From an optimization exercise on the open Yosys and OpenROAD flow, aimed at small area and a short achievable clock period; shortcuts taken in it are not production practice.
At most, simulation tests tie the RTL to the original design; equivalence was not proved.

==> garnet <==
==> flow/design.v <==
package pic_pkg;
  localparam logic [24:0] PRIO_HI  = 25'(32'hf00c_0000 >> 7);
  localparam logic [24:0] EN_HI    = 25'(32'hf00c_2000 >> 7);
  localparam logic [24:0] GW_HI    = 25'(32'hf00c_4000 >> 7);
  localparam logic [24:0] CLR_HI   = 25'(32'hf00c_5000 >> 7);
  localparam logic [25:0] PEND_HI  = 26'(32'hf00c_1000 >> 6);
  localparam logic [31:0] PICCFG   = 32'hf00c_3000;
endpackage
module pic_ctrl
(
  input  logic        clk,
  input  logic        rst,
  input  logic [31:0] extintsrc_req,
  input  logic        picm_rden,
  input  logic        picm_wren,
  input  logic [31:0] picm_rdaddr,
  input  logic [31:0] picm_wraddr,
  input  logic [31:0] picm_wr_data,
  input  logic [3:0]  meipt,
  input  logic [3:0]  meicurpl,
  output logic [31:0] picm_rd_data,
  output logic [7:0]  claimid,
  output logic [3:0]  pl,
  output logic        mexintpend,
  output logic        mhwakeup
);
  logic        wk_prio, wk_en, wk_gw, wk_clr, wk_pc;
  logic [3:0]  wlo;    
  logic [7:0]  whi;    
  logic [1:0]  wd;
  logic [3:0]  wq;     
  logic        cfg_rst;
  logic        priord;
  logic [3:0]  q      [32];
  logic [31:0] en, pol, typ;
  logic [31:0] s1, edgep;
  logic [31:0] cand;
  logic [1:0]  hmax;
  logic [31:0] rd_q;
  logic [4:0]  id_q;
  logic [3:0]  pl_q;
  logic        pend_q, wake_q;
  logic [31:0] wsel;
  logic        wd0, wd1;
  logic        priord_n, flip;
  logic [3:0]  q_n    [32];
  logic [31:0] en_n, pol_n, typ_n, clr, edge_n, pend_n, elig_n;
  always_comb begin
    for (int n = 0; n < 32; n++) wsel[n] = wlo[n % 4] & whi[n / 4];
  end
  assign wd0 = wd[0];
  assign wd1 = wd[1];
  assign priord_n = wk_pc ? wd0 : priord;
  assign flip     = wk_pc & (wd[0] ^ priord);
  always_comb begin
    q_n[0] = '0;
    en_n[0] = 1'b0; pol_n[0] = 1'b0; typ_n[0] = 1'b0; clr[0] = 1'b0;
    for (int n = 1; n < 32; n++) begin
      q_n[n]   = (wk_prio & wsel[n]) ? wq : (q[n] ^ {4{flip}});
      en_n[n]  = (wk_en & wsel[n]) ? wd0 : en[n];
      pol_n[n] = (wk_gw & wsel[n]) ? wd0 : pol[n];
      typ_n[n] = (wk_gw & wsel[n]) ? wd1 : typ[n];
      clr[n]   = wk_clr & wsel[n];
    end
  end
  logic [31:0] edge_w;
  assign edge_w = (s1 ^ pol) | (edgep & ~clr);
  assign edge_n = edge_w & {32{~cfg_rst}};
  assign pend_n = (s1 ^ pol_n) | (edge_w & typ_n);
  assign elig_n = pend_n & en_n;
  logic wvalid;
  assign wvalid = picm_wren & ~rst;
  logic [31:0] rdec;
  logic [3:0]  rq;
  logic        ren, rpol, rtyp;
  logic        rvalid, h_prio, h_en, h_gw, h_pc, h_pend;
  logic [31:0] rsel, rd_n;
  logic        bypass;
  always_comb begin
    for (int n = 0; n < 32; n++) rdec[n] = (picm_rdaddr[6:2] == 5'(n));
  end
  always_comb begin
    rq   = {4{priord_n & rdec[0]}};   
    ren  = 1'b0;
    rpol = 1'b0;
    rtyp = 1'b0;
    for (int n = 1; n < 32; n++) begin
      rq   = rq   | (q_n[n] & {4{rdec[n]}});
      ren  = ren  | (en_n[n] & rdec[n]);
      rpol = rpol | (pol_n[n] & rdec[n]);
      rtyp = rtyp | (typ_n[n] & rdec[n]);
    end
  end
  assign rvalid = picm_rden & ~rst;
  assign h_prio = rvalid & (picm_rdaddr[31:7] == pic_pkg::PRIO_HI);
  assign h_en   = rvalid & (picm_rdaddr[31:7] == pic_pkg::EN_HI);
  assign h_gw   = rvalid & (picm_rdaddr[31:7] == pic_pkg::GW_HI);
  assign h_pc   = rvalid & (picm_rdaddr == pic_pkg::PICCFG);
  assign h_pend = rvalid & ~cfg_rst & (picm_rdaddr[31:6] == pic_pkg::PEND_HI) & (picm_rdaddr[5:2] == 4'd0);
  assign rsel = ({32{h_pend}} & pend_n)
              | {28'b0, {4{h_prio}} & (rq ^ {4{priord_n}})}
              | {31'b0, h_en & ren}
              | {30'b0, h_gw & rtyp, h_gw & rpol}
              | {31'b0, h_pc & priord_n};
  assign bypass = rvalid && picm_wren && (picm_rdaddr == picm_wraddr);
  assign rd_n   = bypass ? picm_wr_data : rsel;
  logic [31:0] xh3, xh2, c, cand_n;
  logic        A3, A2, A1;
  logic [1:0]  hmax_n;
  always_comb begin
    for (int n = 0; n < 32; n++) begin
      xh3[n] = elig_n[n] & q_n[n][3];
      xh2[n] = elig_n[n] & q_n[n][2];
    end
  end
  assign A3 = |(xh3 & xh2);
  assign A2 = |xh3;
  assign A1 = A2 | (|xh2);
  always_comb begin
    for (int n = 0; n < 32; n++)
      c[n] = ((xh3[n] & xh2[n]) | ~A3) & (xh3[n] | ~A2) & (xh3[n] | xh2[n] | ~A1);
  end
  assign cand_n = c & elig_n;
  assign hmax_n = {A2, A3 | (A1 & ~A2)};
  logic [31:0] xl1, xl0, d;
  logic        B3, B2, B1, any;
  logic [3:0]  win_prio;
  logic [4:0]  win_id, enc_id;
  always_comb begin
    for (int n = 0; n < 32; n++) begin
      xl1[n] = cand[n] & q[n][1];
      xl0[n] = cand[n] & q[n][0];
    end
  end
  assign B3 = |(xl1 & xl0);
  assign B2 = |xl1;
  assign B1 = B2 | (|xl0);
  always_comb begin
    for (int n = 0; n < 32; n++)
      d[n] = cand[n] & ((xl1[n] & xl0[n]) | ~B3) & (xl1[n] | ~B2) & (xl1[n] | xl0[n] | ~B1);
  end
  logic [15:0] o1; logic [7:0] o2; logic [3:0] o3; logic [1:0] o4;
  logic [15:0] i1; logic [7:0][1:0] i2; logic [3:0][2:0] i3; logic [1:0][3:0] i4;
  always_comb begin
    for (int k = 0; k < 16; k++) begin o1[k] = d[2*k] | d[2*k+1]; i1[k] = ~d[2*k]; end
    for (int k = 0; k < 8; k++) begin o2[k] = o1[2*k] | o1[2*k+1]; i2[k] = o1[2*k] ? {1'b0, i1[2*k]} : {1'b1, i1[2*k+1]}; end
    for (int k = 0; k < 4; k++) begin o3[k] = o2[2*k] | o2[2*k+1]; i3[k] = o2[2*k] ? {1'b0, i2[2*k]} : {1'b1, i2[2*k+1]}; end
    for (int k = 0; k < 2; k++) begin o4[k] = o3[2*k] | o3[2*k+1]; i4[k] = o3[2*k] ? {1'b0, i3[2*k]} : {1'b1, i3[2*k+1]}; end
    enc_id = o4[0] ? {1'b0, i4[0]} : {1'b1, i4[1]};
  end
  assign win_prio = {hmax, B2, B3 | (B1 & ~B2)};
  assign any      = hmax[1] | hmax[0] | B1;
  assign win_id   = any ? enc_id : 5'd0;
  logic       pord;
  logic [3:0] ipt_eff, curpl_eff;
  assign pord      = priord & ~cfg_rst;
  assign ipt_eff   = meipt ^ {4{pord}};
  assign curpl_eff = meicurpl ^ {4{pord}};
  always_ff @(posedge clk) begin
    cfg_rst <= rst;
    for (int k = 0; k < 4; k++) wlo[k] <= rst | (picm_wraddr[3:2] == 2'(k));
    for (int k = 0; k < 8; k++) whi[k] <= rst | (picm_wraddr[6:4] == 3'(k));
    wd      <= picm_wr_data[1:0] & {2{~rst}};
    wq      <= (picm_wr_data[3:0] ^ {4{priord_n}}) & {4{~rst}};
    wk_prio <= rst | (wvalid & (picm_wraddr[31:7] == pic_pkg::PRIO_HI));
    wk_en   <= rst | (wvalid & (picm_wraddr[31:7] == pic_pkg::EN_HI));
    wk_gw   <= rst | (wvalid & (picm_wraddr[31:7] == pic_pkg::GW_HI));
    wk_clr  <= wvalid & (picm_wraddr[31:7] == pic_pkg::CLR_HI);
    wk_pc   <= rst | (wvalid & (picm_wraddr == pic_pkg::PICCFG));
    priord <= priord_n;
    for (int n = 0; n < 32; n++) q[n] <= q_n[n];
    en     <= en_n;
    pol    <= pol_n;
    typ    <= typ_n;
    edgep  <= edge_n;
    s1     <= {extintsrc_req[31:1], 1'b0};
    cand   <= cand_n;
    hmax   <= hmax_n;
    rd_q   <= rd_n;
  end
  always_ff @(posedge clk) begin
    if (rst | cfg_rst) begin
      id_q   <= '0;
      pl_q   <= '0;
      pend_q <= 1'b0;
      wake_q <= 1'b0;
    end else begin
      id_q   <= win_id;
      pl_q   <= win_prio ^ {4{pord}};
      pend_q <= (win_prio > ipt_eff) && (win_prio > curpl_eff);
      wake_q <= (win_prio == 4'd15);
    end
  end
  assign picm_rd_data = rd_q;
  assign claimid      = {3'b0, id_q};
  assign pl           = pl_q;
  assign mexintpend   = pend_q;
  assign mhwakeup     = wake_q;
endmodule
==> flow/flow/run.sh <==
#!/bin/bash
# Own layout flow: the standard ORFS flow (standard synthesis), with the smallest buffer on
# the ports instead of the delay cell the resizer picks. Every tool's output goes to a log here.
set -euo pipefail
W=$(pwd)
# The flow settings of config.mk also go on make's command line, as in standard.sh.
KNOBS=()
while read -r kw k eq v; do
  case "$k" in
    PLATFORM|DESIGN_NAME|DESIGN_NICKNAME|VERILOG_FILES|SDC_FILE|NUM_CORES|LEC_CHECK) ;;
    *) [[ "$kw" == export && "$eq" == "=" ]] && KNOBS+=("$k=$v") ;;
  esac
done < "$W/config.mk"
echo "knobs: ${KNOBS[*]}" > "$W/knobs.log"
make -C "$FLOW_HOME" DESIGN_CONFIG="$W/config.mk" WORK_HOME="$W/orfs" CLKGATE_MAP_FILE= \
  SYNTH_SCRIPT="$W/synth_recipe.tcl" \
  BUFFER_PORTS_ARGS="-buffer_cell sky130_fd_sc_hd__buf_1" \
  "${KNOBS[@]}" finish > "$W/make.log" 2>&1
R="$W/orfs/results/$FLOW_PLATFORM/pic_ctrl/base"
: # left out here: write the final layout as DEF
==> flow/standard.sh <==
#!/bin/bash
# synth_recipe.tcl (not shown) runs the flow's synth.tcl, then flattens the netlist and writes it again
# the make line also repeats each setting of config.mk as NAME=value (left out here)
make -C /OpenROAD-flow-scripts/flow DESIGN_CONFIG=/design/flow/config.mk WORK_HOME=/design/flow/orfs CLKGATE_MAP_FILE= SYNTH_SCRIPT=/design/flow/synth_recipe.tcl "${@:-finish}"
==> flow/config.mk <==
export PLATFORM = sky130hd
export DESIGN_NAME = pic_ctrl
export DESIGN_NICKNAME = pic_ctrl
export VERILOG_FILES = /design/flow/design.v
export SDC_FILE = /design/flow/constraint.sdc
export NUM_CORES = 4
export LEC_CHECK = 0
export ABC_AREA = 1
export CAP_MARGIN = 20
export CORE_MARGIN = 2
export CORE_UTILIZATION = 60
export CTS_CLUSTER_DIAMETER = 80
export CTS_CLUSTER_SIZE = 24
export SETUP_SLACK_MARGIN = 4.7
export SLEW_MARGIN = 20
export TNS_END_PERCENT = 5
==> flow/constraint.sdc <==
create_clock -name core_clock -period 8.5 [get_ports {clk}]
set_input_delay 1.7000 -clock core_clock [delete_from_list [all_inputs] [get_ports {clk}]]
set_output_delay 1.7000 -clock core_clock [all_outputs]
set_load 0.01 [all_outputs]
==> fjord: changes against garnet <==
--- a/flow/design.v
+++ b/flow/design.v
@@ -6,4 +6,10 @@
   localparam logic [25:0] PEND_HI  = 26'(32'hf00c_1000 >> 6);
   localparam logic [31:0] PICCFG   = 32'hf00c_3000;
+  localparam logic [2:0] W_NONE = 3'd0;
+  localparam logic [2:0] W_PRIO = 3'd1;
+  localparam logic [2:0] W_EN   = 3'd2;
+  localparam logic [2:0] W_GW   = 3'd3;
+  localparam logic [2:0] W_CLR  = 3'd4;
+  localparam logic [2:0] W_PC   = 3'd5;
 endpackage
 module pic_ctrl
@@ -25,10 +31,8 @@
   output logic        mhwakeup
 );
-  logic        wk_prio, wk_en, wk_gw, wk_clr, wk_pc;
-  logic [3:0]  wlo;    
-  logic [7:0]  whi;    
-  logic [1:0]  wd;
-  logic [3:0]  wq;     
   logic        cfg_rst;
+  logic [2:0]  wkind;
+  logic [4:0]  widx;
+  logic [3:0]  wd;
   logic        priord;
   logic [3:0]  q      [32];
@@ -42,4 +46,6 @@
   logic        pend_q, wake_q;
   logic [31:0] wsel;
+  logic        wk_prio, wk_en, wk_gw, wk_clr, wk_pc;
+  logic [3:0]  wq;
   logic        wd0, wd1;
   logic        priord_n, flip;
@@ -47,9 +53,15 @@
   logic [31:0] en_n, pol_n, typ_n, clr, edge_n, pend_n, elig_n;
   always_comb begin
-    for (int n = 0; n < 32; n++) wsel[n] = wlo[n % 4] & whi[n / 4];
-  end
-  assign wd0 = wd[0];
-  assign wd1 = wd[1];
-  assign priord_n = wk_pc ? wd0 : priord;
+    for (int n = 0; n < 32; n++) wsel[n] = (widx == 5'(n));
+  end
+  assign wk_prio = (wkind == pic_pkg::W_PRIO);
+  assign wk_en   = (wkind == pic_pkg::W_EN);
+  assign wk_gw   = (wkind == pic_pkg::W_GW);
+  assign wk_clr  = (wkind == pic_pkg::W_CLR);
+  assign wk_pc   = (wkind == pic_pkg::W_PC);
+  assign wq  = cfg_rst ? 4'd0 : (wd ^ {4{priord}});
+  assign wd0 = wd[0] & ~cfg_rst;
+  assign wd1 = wd[1] & ~cfg_rst;
+  assign priord_n = (wk_pc | cfg_rst) ? wd0 : priord;
   assign flip     = wk_pc & (wd[0] ^ priord);
   always_comb begin
@@ -57,18 +69,25 @@
     en_n[0] = 1'b0; pol_n[0] = 1'b0; typ_n[0] = 1'b0; clr[0] = 1'b0;
     for (int n = 1; n < 32; n++) begin
-      q_n[n]   = (wk_prio & wsel[n]) ? wq : (q[n] ^ {4{flip}});
-      en_n[n]  = (wk_en & wsel[n]) ? wd0 : en[n];
-      pol_n[n] = (wk_gw & wsel[n]) ? wd0 : pol[n];
-      typ_n[n] = (wk_gw & wsel[n]) ? wd1 : typ[n];
+      q_n[n]   = (cfg_rst | (wk_prio & wsel[n])) ? wq : (q[n] ^ {4{flip}});
+      en_n[n]  = (cfg_rst | (wk_en & wsel[n])) ? wd0 : en[n];
+      pol_n[n] = (cfg_rst | (wk_gw & wsel[n])) ? wd0 : pol[n];
+      typ_n[n] = (cfg_rst | (wk_gw & wsel[n])) ? wd1 : typ[n];
       clr[n]   = wk_clr & wsel[n];
     end
   end
-  logic [31:0] edge_w;
-  assign edge_w = (s1 ^ pol) | (edgep & ~clr);
-  assign edge_n = edge_w & {32{~cfg_rst}};
-  assign pend_n = (s1 ^ pol_n) | (edge_w & typ_n);
+  assign edge_n = ((s1 ^ pol) | (edgep & ~clr)) & {32{~(rst | cfg_rst)}};
+  assign pend_n = (s1 ^ pol_n) | (edge_n & typ_n);
   assign elig_n = pend_n & en_n;
-  logic wvalid;
-  assign wvalid = picm_wren & ~rst;
+  logic [2:0] wkind_n;
+  always_comb begin
+    wkind_n = pic_pkg::W_NONE;
+    if (picm_wren && !rst) begin
+      if (picm_wraddr[31:7] == pic_pkg::PRIO_HI) wkind_n = pic_pkg::W_PRIO;
+      if (picm_wraddr[31:7] == pic_pkg::EN_HI)   wkind_n = pic_pkg::W_EN;
+      if (picm_wraddr[31:7] == pic_pkg::GW_HI)   wkind_n = pic_pkg::W_GW;
+      if (picm_wraddr[31:7] == pic_pkg::CLR_HI)  wkind_n = pic_pkg::W_CLR;
+      if (picm_wraddr == pic_pkg::PICCFG)        wkind_n = pic_pkg::W_PC;
+    end
+  end
   logic [31:0] rdec;
   logic [3:0]  rq;
@@ -97,5 +116,5 @@
   assign h_gw   = rvalid & (picm_rdaddr[31:7] == pic_pkg::GW_HI);
   assign h_pc   = rvalid & (picm_rdaddr == pic_pkg::PICCFG);
-  assign h_pend = rvalid & ~cfg_rst & (picm_rdaddr[31:6] == pic_pkg::PEND_HI) & (picm_rdaddr[5:2] == 4'd0);
+  assign h_pend = rvalid & (picm_rdaddr[31:6] == pic_pkg::PEND_HI) & (picm_rdaddr[5:2] == 4'd0);
   assign rsel = ({32{h_pend}} & pend_n)
               | {28'b0, {4{h_prio}} & (rq ^ {4{priord_n}})}
@@ -121,6 +140,6 @@
       c[n] = ((xh3[n] & xh2[n]) | ~A3) & (xh3[n] | ~A2) & (xh3[n] | xh2[n] | ~A1);
   end
-  assign cand_n = c & elig_n;
-  assign hmax_n = {A2, A3 | (A1 & ~A2)};
+  assign cand_n = c & elig_n & {32{~rst}};
+  assign hmax_n = {A2, A3 | (A1 & ~A2)} & {2{~rst}};
   logic [31:0] xl1, xl0, d;
   logic        B3, B2, B1, any;
@@ -140,4 +159,7 @@
       d[n] = cand[n] & ((xl1[n] & xl0[n]) | ~B3) & (xl1[n] | ~B2) & (xl1[n] | xl0[n] | ~B1);
   end
+  assign win_prio = {hmax, B2, B3 | (B1 & ~B2)};
+  assign any      = hmax[1] | hmax[0] | B1;
+  assign win_id   = any ? enc_id : 5'd0;
   logic [15:0] o1; logic [7:0] o2; logic [3:0] o3; logic [1:0] o4;
   logic [15:0] i1; logic [7:0][1:0] i2; logic [3:0][2:0] i3; logic [1:0][3:0] i4;
@@ -149,23 +171,14 @@
     enc_id = o4[0] ? {1'b0, i4[0]} : {1'b1, i4[1]};
   end
-  assign win_prio = {hmax, B2, B3 | (B1 & ~B2)};
-  assign any      = hmax[1] | hmax[0] | B1;
-  assign win_id   = any ? enc_id : 5'd0;
-  logic       pord;
   logic [3:0] ipt_eff, curpl_eff;
-  assign pord      = priord & ~cfg_rst;
-  assign ipt_eff   = meipt ^ {4{pord}};
-  assign curpl_eff = meicurpl ^ {4{pord}};
+  assign ipt_eff   = meipt ^ {4{priord}};
+  assign curpl_eff = meicurpl ^ {4{priord}};
   always_ff @(posedge clk) begin
     cfg_rst <= rst;
-    for (int k = 0; k < 4; k++) wlo[k] <= rst | (picm_wraddr[3:2] == 2'(k));
-    for (int k = 0; k < 8; k++) whi[k] <= rst | (picm_wraddr[6:4] == 3'(k));
-    wd      <= picm_wr_data[1:0] & {2{~rst}};
-    wq      <= (picm_wr_data[3:0] ^ {4{priord_n}}) & {4{~rst}};
-    wk_prio <= rst | (wvalid & (picm_wraddr[31:7] == pic_pkg::PRIO_HI));
-    wk_en   <= rst | (wvalid & (picm_wraddr[31:7] == pic_pkg::EN_HI));
-    wk_gw   <= rst | (wvalid & (picm_wraddr[31:7] == pic_pkg::GW_HI));
-    wk_clr  <= wvalid & (picm_wraddr[31:7] == pic_pkg::CLR_HI);
-    wk_pc   <= rst | (wvalid & (picm_wraddr == pic_pkg::PICCFG));
+    widx <= picm_wraddr[6:2];
+    wd   <= picm_wr_data[3:0];
+  end
+  always_ff @(posedge clk) begin
+    wkind  <= wkind_n;
     priord <= priord_n;
     for (int n = 0; n < 32; n++) q[n] <= q_n[n];
@@ -174,5 +187,4 @@
     typ    <= typ_n;
     edgep  <= edge_n;
-    s1     <= {extintsrc_req[31:1], 1'b0};
     cand   <= cand_n;
     hmax   <= hmax_n;
@@ -180,5 +192,6 @@
   end
   always_ff @(posedge clk) begin
-    if (rst | cfg_rst) begin
+    if (rst) begin
+      s1     <= '0;
       id_q   <= '0;
       pl_q   <= '0;
@@ -186,6 +199,7 @@
       wake_q <= 1'b0;
     end else begin
+      s1     <= {extintsrc_req[31:1], 1'b0};
       id_q   <= win_id;
-      pl_q   <= win_prio ^ {4{pord}};
+      pl_q   <= win_prio ^ {4{priord & ~cfg_rst}};
       pend_q <= (win_prio > ipt_eff) && (win_prio > curpl_eff);
       wake_q <= (win_prio == 4'd15);
==> flow/run.sh (new file) <==
#!/bin/bash
# synth_recipe.tcl (not shown) runs the flow's synth.tcl, then flattens the netlist and writes it again
# the make line also repeats each setting of config.mk as NAME=value (left out here)
make -C /OpenROAD-flow-scripts/flow DESIGN_CONFIG=/design/flow/config.mk WORK_HOME=/design/flow/orfs CLKGATE_MAP_FILE= SYNTH_SCRIPT=/design/flow/synth_recipe.tcl finish
--- a/flow/config.mk
+++ b/flow/config.mk
@@ -9,8 +9,6 @@
 export CAP_MARGIN = 20
 export CORE_MARGIN = 2
-export CORE_UTILIZATION = 60
-export CTS_CLUSTER_DIAMETER = 80
-export CTS_CLUSTER_SIZE = 24
-export SETUP_SLACK_MARGIN = 4.7
+export CORE_UTILIZATION = 50
+export SETUP_SLACK_MARGIN = 5
 export SLEW_MARGIN = 20
 export TNS_END_PERCENT = 5
removed: flow/flow/run.sh
removed: flow/standard.sh
==> impl_metrics.env <==
export IMPL_insertion_delay_ps=580
export IMPL_p_comb_mw=0.495
export IMPL_wl_per_cell_um=21.9
export IMPL_synthXorXnorAreaFrac_pct=7.08
export IMPL_antenna_found_initial=3
export IMPL_netlist_area_leader_share_pct=34.7
export IMPL_status="complete, no violations"
export IMPL_layout_nets=3708
export IMPL_final_cells=4130
export IMPL_r2r_start="cfg_rst$_DFF_P_"
export IMPL_power_mw=4.33
export IMPL_finalWirelength_mm=90.5
export IMPL_ys_top_cells_by_area="dfxtp_1 35%, nand2_1 20%, nor2_1 7.3%, nand3_1 6.7%, inv_1 4.6%"
export IMPL_stdcell_area_um2=26500
export IMPL_vdd_drop_max_uv=178
export IMPL_clockNetworkAreaShare_pct=5.63
export IMPL_worst_r2r_cell_count=21
export IMPL_period_minus_slack_ps=3590
Source of the figures above: fjord

==> impl_metrics.env <==
export IMPL_final_cells=3766
export IMPL_vdd_drop_max_uv=298
export IMPL_netlist_area_leader_share_pct=36.8
export IMPL_power_mw=5.81
export IMPL_stdcell_area_um2=22600
export IMPL_status="complete, no violations"
export IMPL_insertion_delay_ps=560
export IMPL_p_comb_mw=2.27
export IMPL_synthXorXnorAreaFrac_pct=8.51
export IMPL_finalWirelength_mm=75.6
export IMPL_period_minus_slack_ps=3840
export IMPL_clockNetworkAreaShare_pct=2.71
export IMPL_ys_top_cells_by_area="dfxtp_1 37%, nand2_1 20%, nand3_1 5.8%, nor2_1 5.8%, o21ai_0 5.4%"
Source of the figures above: garnet

Only the layout flow was run in fjord; the RTL was not checked for function there.

==> afterwards: timing with drivers on the ports <==
In the flow no input, the clock included, has a driving cell. The finished layouts below were timed again as built, in two steps.
Step 1 assumes that a clkbuf_16 drives the clock port and a buf_2 every other input.
Step 2 moves the port delays by t, midway between the first and last clock arrival at a register: inputs arrive t later, outputs are due t later. That takes back most of the time a late clock gives input paths.
Three values: ideal, step 1, step 2; two values: the first two.
run	shift t [ns]	slack for setup (ns)	latest minus earliest clock arrival (ns)	worst register clock-pin slew, ns	cell pins on the clock port's net
garnet	0.599	4.664 / 4.670 / 4.095	0.029 / 0.029	0.11 / 0.11	1
fjord	0.629	4.913 / 4.913 / 4.348	0.025 / 0.025	0.07 / 0.07	1
After both steps setup and hold are still met in every run listed. For garnet, which loses most, drivers alone change the setup slack by +0.006 ns; drivers and shift together by -0.569 ns.
